This design comes from an exercise in tuning for a short achievable clock period and few clock cycles per item on the open sky130 flow, not from production work.
Only simulation tests tie the RTL to the original design; equivalence was not proved.
Power is estimated from default activity; no workload was simulated.

<file path="design/flow/config.mk">
export PLATFORM = sky130hd
export DESIGN_NAME = rv_top
export DESIGN_NICKNAME = rv_top
export VERILOG_FILES = /design/flow/design.v
export SDC_FILE = /design/flow/constraint.sdc
export NUM_CORES = 4
export LEC_CHECK = 0
export CAP_MARGIN = 20
export CORE_MARGIN = 2
export CORE_UTILIZATION = 40
export SLEW_MARGIN = 20
</file>
<file path="design/flow/constraint.sdc">
create_clock -name core_clock -period 16.0 [get_ports {clk}]
set_input_delay 3.2000 -clock core_clock [delete_from_list [all_inputs] [get_ports {clk}]]
set_output_delay 3.2000 -clock core_clock [all_outputs]
set_load 0.01 [all_outputs]
</file>
<file path="design/flow/design.v">
`default_nettype none
package rv_pkg;
    localparam int xlen = 32;
    typedef logic [xlen-1:0] word_t;
    typedef logic [4:0]      reg_addr_t;
    typedef logic [6:0]      opcode_t;
    typedef logic [2:0]      funct3_t;
    localparam opcode_t OPC_LUI    = 7'b0110111;
    localparam opcode_t OPC_AUIPC  = 7'b0010111;
    localparam opcode_t OPC_JAL    = 7'b1101111;
    localparam opcode_t OPC_JALR   = 7'b1100111;
    localparam opcode_t OPC_BRANCH = 7'b1100011;
    localparam opcode_t OPC_OP_IMM = 7'b0010011;
    localparam opcode_t OPC_OP     = 7'b0110011;
    localparam opcode_t OPC_SYSTEM = 7'b1110011;
    typedef enum logic [3:0] {
        ALU_ADD      = 4'b0000,
        ALU_SUB      = 4'b0001,
        ALU_SLL      = 4'b0010,
        ALU_SLT      = 4'b0011,
        ALU_SLTU     = 4'b0100,
        ALU_XOR      = 4'b0101,
        ALU_SRL      = 4'b0110,
        ALU_SRA      = 4'b0111,
        ALU_OR       = 4'b1000,
        ALU_AND      = 4'b1001,
        ALU_PASS_IMM = 4'b1010   
    } alu_op_e;
    typedef struct packed {
        reg_addr_t rs1_addr;
        reg_addr_t rs2_addr;
        reg_addr_t rd_addr;
        word_t     imm;
        alu_op_e   alu_op;
        logic      use_imm;      
        logic      use_pc;       
        logic      is_branch;
        logic      is_jal;
        logic      is_jalr;
        funct3_t   branch_type;
        logic      rd_wen;       
        logic      is_ebreak;
    } dec_t;
    typedef struct packed {
        logic      valid;
        word_t     pc;
        logic      rd_wen;
        reg_addr_t rd_addr;
        word_t     rd_data;
    } retire_t;
    localparam word_t RESET_PC_DEFAULT = 32'h8000_0000;
endpackage
`default_nettype wire
`timescale 1ns/1ps
`default_nettype none
module rv_decoder (
    input  rv_pkg::word_t inst,
    output rv_pkg::dec_t  dec
);
    localparam rv_pkg::word_t EBREAK_WORD = 32'h0010_0073;
    rv_pkg::opcode_t opcode;
    rv_pkg::funct3_t funct3;
    rv_pkg::word_t   imm_i;
    rv_pkg::word_t   imm_u;
    rv_pkg::word_t   imm_b;
    rv_pkg::word_t   imm_j;
    rv_pkg::alu_op_e arith_op;
    logic            writes_rd;
    assign opcode = inst[6:0];
    assign funct3 = inst[14:12];
    assign imm_i = {{20{inst[31]}}, inst[31:20]};
    assign imm_u = {inst[31:12], 12'b0};
    assign imm_b = {{20{inst[31]}}, inst[7], inst[30:25], inst[11:8], 1'b0};
    assign imm_j = {{12{inst[31]}}, inst[19:12], inst[20], inst[30:21], 1'b0};
    always_comb begin
        case (funct3)
            3'b000: begin
                if (opcode == rv_pkg::OPC_OP && inst[30]) begin
                    arith_op = rv_pkg::ALU_SUB;
                end else begin
                    arith_op = rv_pkg::ALU_ADD;   
                end
            end
            3'b001:  arith_op = rv_pkg::ALU_SLL;
            3'b010:  arith_op = rv_pkg::ALU_SLT;
            3'b011:  arith_op = rv_pkg::ALU_SLTU;
            3'b100:  arith_op = rv_pkg::ALU_XOR;
            3'b101: begin
                if (inst[30]) begin
                    arith_op = rv_pkg::ALU_SRA;
                end else begin
                    arith_op = rv_pkg::ALU_SRL;
                end
            end
            3'b110:  arith_op = rv_pkg::ALU_OR;
            default: arith_op = rv_pkg::ALU_AND;
        endcase
    end
    always_comb begin
        dec             = '0;
        dec.rs1_addr    = inst[19:15];
        dec.rs2_addr    = inst[24:20];
        dec.rd_addr     = inst[11:7];
        dec.branch_type = funct3;
        dec.alu_op      = rv_pkg::ALU_ADD;
        writes_rd       = 1'b0;
        case (opcode)
            rv_pkg::OPC_LUI: begin
                dec.imm     = imm_u;
                dec.alu_op  = rv_pkg::ALU_PASS_IMM;
                dec.use_imm = 1'b1;
                writes_rd   = 1'b1;
            end
            rv_pkg::OPC_AUIPC: begin
                dec.imm     = imm_u;
                dec.use_imm = 1'b1;
                dec.use_pc  = 1'b1;
                writes_rd   = 1'b1;
            end
            rv_pkg::OPC_JAL: begin
                dec.imm    = imm_j;
                dec.is_jal = 1'b1;
                writes_rd  = 1'b1;
            end
            rv_pkg::OPC_JALR: begin
                dec.imm     = imm_i;
                dec.use_imm = 1'b1;
                dec.is_jalr = 1'b1;
                writes_rd   = 1'b1;
            end
            rv_pkg::OPC_BRANCH: begin
                dec.imm       = imm_b;
                dec.is_branch = 1'b1;
            end
            rv_pkg::OPC_OP_IMM: begin
                dec.imm     = imm_i;
                dec.alu_op  = arith_op;
                dec.use_imm = 1'b1;
                writes_rd   = 1'b1;
            end
            rv_pkg::OPC_OP: begin
                dec.alu_op = arith_op;
                writes_rd  = 1'b1;
            end
            rv_pkg::OPC_SYSTEM: begin
                dec.is_ebreak = (inst == EBREAK_WORD);
            end
            default: begin
                writes_rd = 1'b0;   
            end
        endcase
        dec.rd_wen = writes_rd && (dec.rd_addr != '0);
    end
endmodule
`default_nettype wire
`timescale 1ns/1ps
`default_nettype none
module rv_regfile (
    input  logic              clk,
    input  logic              reset,
    input  rv_pkg::reg_addr_t rs1_addr,
    input  rv_pkg::reg_addr_t rs2_addr,
    input  logic              wen,
    input  rv_pkg::reg_addr_t waddr,
    input  rv_pkg::word_t     wdata,
    output rv_pkg::word_t     rs1_data,
    output rv_pkg::word_t     rs2_data
);
    rv_pkg::word_t regs [1:31];   
    always_ff @(posedge clk) begin
        if (reset) begin
            for (int i = 1; i < 32; i++) begin
                regs[i] <= '0;
            end
        end else if (wen) begin
            regs[waddr] <= wdata;   
        end
    end
    assign rs1_data = (rs1_addr == '0) ? '0 : regs[rs1_addr];
    assign rs2_data = (rs2_addr == '0) ? '0 : regs[rs2_addr];
endmodule
`default_nettype wire
`timescale 1ns/1ps
`default_nettype none
module rv_alu (
    input  rv_pkg::dec_t  dec,
    input  rv_pkg::word_t pc,
    input  rv_pkg::word_t rs1_data,
    input  rv_pkg::word_t rs2_data,
    output rv_pkg::word_t alu_result
);
    rv_pkg::word_t op_a;
    rv_pkg::word_t op_b;
    logic [4:0]    shamt;
    assign op_a  = dec.use_pc ? pc : rs1_data;   
    assign op_b  = dec.use_imm ? dec.imm : rs2_data;
    assign shamt = op_b[4:0];
    always_comb begin
        case (dec.alu_op)
            rv_pkg::ALU_ADD: begin
                alu_result = op_a + op_b;
            end
            rv_pkg::ALU_SUB: begin
                alu_result = op_a - op_b;
            end
            rv_pkg::ALU_SLL: begin
                alu_result = op_a << shamt;
            end
            rv_pkg::ALU_SLT: begin
                alu_result = rv_pkg::word_t'($signed(op_a) < $signed(op_b));
            end
            rv_pkg::ALU_SLTU: begin
                alu_result = rv_pkg::word_t'(op_a < op_b);
            end
            rv_pkg::ALU_XOR: begin
                alu_result = op_a ^ op_b;
            end
            rv_pkg::ALU_SRL: begin
                alu_result = op_a >> shamt;
            end
            rv_pkg::ALU_SRA: begin
                alu_result = rv_pkg::word_t'($signed(op_a) >>> shamt);
            end
            rv_pkg::ALU_OR: begin
                alu_result = op_a | op_b;
            end
            rv_pkg::ALU_AND: begin
                alu_result = op_a & op_b;
            end
            rv_pkg::ALU_PASS_IMM: begin
                alu_result = dec.imm;
            end
            default: begin
                alu_result = '0;
            end
        endcase
    end
endmodule
`default_nettype wire
`timescale 1ns/1ps
`default_nettype none
module rv_branch_unit (
    input  rv_pkg::dec_t  dec,
    input  rv_pkg::word_t pc,
    input  rv_pkg::word_t rs1_data,
    input  rv_pkg::word_t rs2_data,
    output logic          redirect,
    output rv_pkg::word_t target
);
    logic          taken;
    rv_pkg::word_t base;
    rv_pkg::word_t sum;
    always_comb begin
        case (dec.branch_type)
            3'b000:  taken = (rs1_data == rs2_data);                     
            3'b001:  taken = (rs1_data != rs2_data);                     
            3'b100:  taken = ($signed(rs1_data) < $signed(rs2_data));    
            3'b101:  taken = ($signed(rs1_data) >= $signed(rs2_data));   
            3'b110:  taken = (rs1_data < rs2_data);                      
            3'b111:  taken = (rs1_data >= rs2_data);                     
            default: taken = 1'b0;
        endcase
    end
    assign base = dec.is_jalr ? rs1_data : pc;
    assign sum  = base + dec.imm;
    assign target = dec.is_jalr ? {sum[rv_pkg::xlen-1:1], 1'b0} : sum;
    assign redirect = dec.is_jal || dec.is_jalr || (dec.is_branch && taken);
endmodule
`default_nettype wire
`timescale 1ns/1ps
`default_nettype none
module rv_commit #(
    parameter rv_pkg::word_t RESET_PC = rv_pkg::RESET_PC_DEFAULT
) (
    input  logic            clk,
    input  logic            reset,
    input  rv_pkg::dec_t    dec,
    input  logic            inst_valid,
    input  rv_pkg::word_t   alu_result,
    input  logic            redirect,
    input  rv_pkg::word_t   target,
    output rv_pkg::word_t   pc,
    output logic            halted,
    output logic            rf_wen,
    output rv_pkg::word_t   rf_wdata,
    output rv_pkg::retire_t retire
);
    rv_pkg::word_t pc_plus4;
    rv_pkg::word_t next_pc;
    logic          fire;
    assign fire     = inst_valid && !halted;   
    assign pc_plus4 = pc + 32'd4;
    assign next_pc  = redirect ? target : pc_plus4;
    assign rf_wen   = fire && dec.rd_wen;
    assign rf_wdata = (dec.is_jal || dec.is_jalr) ? pc_plus4 : alu_result;   
    always_ff @(posedge clk) begin
        if (reset) begin
            pc     <= RESET_PC;
            halted <= 1'b0;
        end else if (fire) begin
            pc <= next_pc;
            if (dec.is_ebreak) begin
                halted <= 1'b1;   
            end
        end
    end
    assign retire.valid   = fire;
    assign retire.pc      = pc;
    assign retire.rd_wen  = rf_wen;
    assign retire.rd_addr = dec.rd_addr;
    assign retire.rd_data = rf_wdata;
endmodule
`default_nettype wire
`timescale 1ns/1ps
`default_nettype none
module rv_core #(
    parameter rv_pkg::word_t RESET_PC = rv_pkg::RESET_PC_DEFAULT
) (
    input  logic            clk,
    input  logic            reset,
    output rv_pkg::word_t   inst_addr,
    input  rv_pkg::word_t   inst_data,
    input  logic            inst_valid,
    output logic            halted,
    output rv_pkg::retire_t retire
);
    rv_pkg::dec_t  dec;
    rv_pkg::word_t rs1_data;
    rv_pkg::word_t rs2_data;
    rv_pkg::word_t alu_result;
    rv_pkg::word_t target;
    rv_pkg::word_t rf_wdata;
    logic          redirect;
    logic          rf_wen;
    rv_decoder u_decoder (
        .inst (inst_data),
        .dec  (dec)
    );
    rv_regfile u_regfile (
        .clk      (clk),
        .reset    (reset),
        .rs1_addr (dec.rs1_addr),
        .rs2_addr (dec.rs2_addr),
        .wen      (rf_wen),
        .waddr    (dec.rd_addr),
        .wdata    (rf_wdata),
        .rs1_data (rs1_data),
        .rs2_data (rs2_data)
    );
    rv_alu u_alu (
        .dec        (dec),
        .pc         (inst_addr),
        .rs1_data   (rs1_data),
        .rs2_data   (rs2_data),
        .alu_result (alu_result)
    );
    rv_branch_unit u_branch_unit (
        .dec      (dec),
        .pc       (inst_addr),
        .rs1_data (rs1_data),
        .rs2_data (rs2_data),
        .redirect (redirect),
        .target   (target)
    );
    rv_commit #(
        .RESET_PC (RESET_PC)
    ) u_commit (
        .clk        (clk),
        .reset      (reset),
        .dec        (dec),
        .inst_valid (inst_valid),
        .alu_result (alu_result),
        .redirect   (redirect),
        .target     (target),
        .pc         (inst_addr),   
        .halted     (halted),
        .rf_wen     (rf_wen),
        .rf_wdata   (rf_wdata),
        .retire     (retire)
    );
endmodule
`default_nettype wire
`timescale 1ns/1ps
`default_nettype none
module rv_top (
    input  logic        clk,
    input  logic        reset,
    output logic [31:0] inst_addr,
    input  logic [31:0] inst_data,
    input  logic        inst_valid,
    output logic        halted,
    output logic        retire_valid,
    output logic [31:0] retire_pc,
    output logic        retire_rd_wen,
    output logic [4:0]  retire_rd_addr,
    output logic [31:0] retire_rd_data
);
    rv_pkg::retire_t retire;
    rv_core u_core (
        .clk        (clk),
        .reset      (reset),
        .inst_addr  (inst_addr),
        .inst_data  (inst_data),
        .inst_valid (inst_valid),
        .halted     (halted),
        .retire     (retire)
    );
    assign retire_valid   = retire.valid;
    assign retire_pc      = retire.pc;
    assign retire_rd_wen  = retire.rd_wen;
    assign retire_rd_addr = retire.rd_addr;
    assign retire_rd_data = retire.rd_data;
endmodule
`default_nettype wire
</file>
<file path="design/flow/run.sh">
#!/bin/bash
# synth_recipe.tcl (not shown) runs the flow's synth.tcl, then flattens the netlist and writes it again
# the make line also repeats each setting of config.mk as NAME=value (left out here)
make -C /OpenROAD-flow-scripts/flow DESIGN_CONFIG=/design/flow/config.mk WORK_HOME=/design/flow/orfs CLKGATE_MAP_FILE= SYNTH_SCRIPT=/design/flow/synth_recipe.tcl finish
</file>
==> run summary <==
-- Yosys cell counts (all sizes together), types with 19 or more instances --
cell type  instances  area share
nor2b             40      0.0035
nand4             45      0.0040
a22o              61      0.0076
nand3            114      0.0083
mux2              30      0.0048
nand2            314       0.017
nor4              19      0.0018
a221oi            25      0.0034
o21a              33      0.0035
o31ai             39      0.0049
dfxtp             33      0.0094
xnor2             41      0.0051
nor3             223       0.018
a22oi             49      0.0052
a31oi             27      0.0024
a211oi           116       0.013
o21ai            252       0.018
o21bai            20      0.0021
ha               164       0.029
nand2b            58      0.0051
inv              174      0.0093
xor2              24      0.0030
a21o              83      0.0088
clkbuf           350       0.019
a2111o            19      0.0030
a21oi            228       0.016
o221ai            58      0.0072
mux4             478        0.15
and2              29      0.0026
and3              32      0.0028
buf              304       0.027
o211ai            65      0.0073
mux2i            227       0.032
a2111oi           27      0.0051
nor2            1019       0.056
edfxtp          1024        0.44
a21boi            26      0.0029
nor3b             42      0.0045
o22ai             98      0.0091
-- metal layers --
metal | wire length, um | vias up | share of wire
met5 | 66 | - | 0.00020
met4 | 23700 | 4 | 0.072
met3 | 40400 | 1008 | 0.12
met2 | 147000 | 4587 | 0.45
met1 | 118000 | 30300 | 0.36
li1 | - | 23800 | -
-- worst max-delay path, stage by stage --
cell	delay (ps)
clkdlybuf4s50_1	1120
nand3b_1	760
o22ai_1	130
a2111oi_0	930
nor3_1	280
buf_4	260
a21oi_1	400
inv_1	180
ha_1	360
nor2b_1	240
o2111ai_1	220
nand3_1	270
a21oi_1	270
o31ai_1	540
a21oi_1	250
o31ai_1	690
a2111oi_0	240
a41o_1	300
a2111oi_4	920
nor2_2	100
clkdlybuf4s50_1	520
-- worst paths after layout --
kind                                    start                            to
setup / recovery                inst_data[18]            retire_rd_data[29]
hold / removal         u_core.u_commit.halted        u_core.u_commit.halted
setup reg to reg  u_core.u_regfile.regs[9][1]  u_core.u_regfile.regs[6][29]
hold reg to reg        u_core.u_commit.halted        u_core.u_commit.halted
-- through the flow --
step	hold WS, ps	utilization
finish	532	0.446
global route	574	0.445
CTS	540	0.445
detailed placement	527	0.425
global placement	523	0.424
floorplan	511	-
-- kinds of logic (layout without fill, tap and decap cells) --
family	count (synthesis)	in the layout
fa+ha+maj	167	167
buf+inv	829	803
other cells	1	38
xor+xnor	65	65
compound gates	1376	1376
simple gates	2017	2017
mux	735	735
flops	1057	1057
-- where the power goes --
| group | leakage (nW) | switching (mW) | internal (mW) | total [mW] |
|---|---|---|---|---|
| clock network | 1.78 | 1.21 | 1.46 | 2.67 |
| logic | 16.3 | 1.91 | 0.789 | 2.70 |
| registers | 10.8 | 0.0628 | 3.15 | 3.21 |
| total | 28.9 | 3.19 | 5.40 | 8.58 |
-- registers in the layout, summed over array words and instances, names as in the netlist --
signal	cells
u_core.u_commit.halted	1
u_core.u_commit.pc	32
u_core.u_regfile.regs	1024
-- cell type report --
class                           instances  area share
Tap cell                             2340      0.0374
Sequential cell                      1057       0.401
Antenna cell                            6    0.000192
Clock buffer                          140      0.0390
Multi-Input combinational cell       4392       0.461
Timing Repair Buffer                  415      0.0457
Inverter                              175     0.00839
Clock inverter                         73     0.00759
==> impl_metrics.tcl <==
set metrics [dict create \
    ff2ff_path_depth 20 \
    worstPathMaxFanout 14 \
    num-nets-final 6359 \
    skew_ps 77.5 \
    floorplan.initialDensity 0.402 \
    grt_max_degree 121 \
    path_class "input port to output port" \
    grt_antenna_before_repair 11 \
    final_hold_viol_count 0 \
    total_power_mw 8.58 \
    tritoncts "built" \
    final-instance-count-excl-fill 8598 \
    setup_violations 0 \
    startpoint_type "input port" \
    dr_total_vias 59700 \
    hold-path-cell-count 2 \
    cp.arrival_ps 12240 \
    path_clk_slew_ps 60 \
    met2_usage 0.548 \
    detailed_placer_s_ending_hpwl_um 225000 \
    post-route-worst-setup-slack_ps 562 \
    synth.mux.area_fraction 0.190 \
    max-cap-violations 0 \
    post_synth_num_cell_types 113 \
    gr-max-usage-layer "met2" \
    ir_drop_mv 0.114 \
    num-fill-cells 16300 \
    final_non_filler_cell_area_sq_um 78300 \
    critPathRequiredTime_ps 12800 \
    largest_family_of_logic_cells_by_synthesized_area "multiplexers" \
    drc 0 \
    max_slew.worst_pin.slew_ps 1210 \
    min_path_type "flop to flop" \
    globalRouteOverflowTotal 0 \
    cts_max_level 3 \
    viasPerCell 6.95 \
    layout_commonest_cell "edfxtp_1" \
    grt_use_met1 0.447 \
    first_iter_violations 9748 \
    clock.fmax_mhz 64.8 \
    cts_repair_resize_count 0 \
    die_area_sq_um 180000 \
    tritoncts.num_buffers 116 \
    post_layout_minimum_cycle_time_ps 15440 \
    synth_simple_gate_area_frac 0.133 \
    max-slew-margin-rel 0.185 \
    synth_area_per_cell_sq_um 11.3 \
    placedCellCount 8378 \
    synth_fa_ha_area_frac 0.0299 \
    grt_util_all_layers 0.358 \
    rsz0062_at_grt "false" \
    post-route-period-util 0.965 \
    chipHeight_um 424 \
    wl_um 330000 \
    placed_cell_area_sq_um 74600 \
    mostFrequentLayoutCells "edfxtp_1 (1,024), nor2_1 (964), mux4_2 (478)" \
    core-area_sq_um 176000 \
    global_route_wire_length_before_repair_um 454000 \
    grt.met3_usage 0.104 \
    post_synth_xor_area_fraction 0.00807 \
    endpoint_kind "output port" \
    maximum_clock_insertion_buffer_count 3 \
    outcome "finished clean" \
    core.rowCount 154 \
    worst_setup_timing_slack_at_the_placement_stage_ps 1160 \
    synth.cell_area_sq_um 70600 \
    synth_seq_cells 1057 \
    synth_compound_gate_area_share 0.140 \
    grt_pass1_vias 57600 \
    routed_wire_length_per_instance_um 38.4 \
    async_reset_ff_frac 0 \
    post_cts_hold_buffer_count 0 \
    p_leak_nw 28.9 \
    setup-tns-final_ps 0 \
    maxSlewViolCount 0 \
    die_w_um 424 \
    syn2layout_area_growth_pct 10.9 \
    synth-seq-area-share 0.445 \
    dominantRegCellSynth "edfxtp_1" \
    power_density_nw_per_um2 110 \
    clock_sinks 1057 \
    cts.root.buffer_cell "clkbuf_16" \
    gp_congestion 1.06 \
    port_buffers 138 \
    drive_above_1_share 0.197 \
    area_of_the_multi_input_gates_sq_um 36100 \
    synth_edf_count 1024 \
    cts_setup_buffers 0 \
    dr.pass1.iters 9 \
    ioPinCount 139 \
    ys_warn_count 5 \
    syn_inst 6247 \
    timing.reg2reg.setup_slack_ps 7490 \
    worstSkewPairLatency_ps 810 \
    postRouteAntennaNets 0 \
    ff_latch_area_sq_um 31400 \
]
Testbench counts, summed over its fixed seeds: cycles 11,312, instructions 11,280.

==> re-timing with driven ports <==
In the flow no input, the clock included, has a driving cell. The finished layout below was timed again as built, in two steps.
Step 1: set_driving_cell puts a clkbuf_16 on clk and a buf_2 on each other input, an assumption about the parent block.
Step 2 times the ports against the registers' clock, not the clock port: input delays grow and output delays shrink by t, the midpoint of the rising clock arrivals with the driver on.
a / b / c = ideal / step 1 / step 2; a / b = the first two.
t (ns): 0.863
setup slack, ns: 0.562 / 0.495 / 0.495
hold slack, ns: 0.532 / 0.532 / 0.532
After both steps setup and hold are still met in this run. The setup slack of this run moves by -0.067 ns with the drivers and by -0.067 ns with both steps.
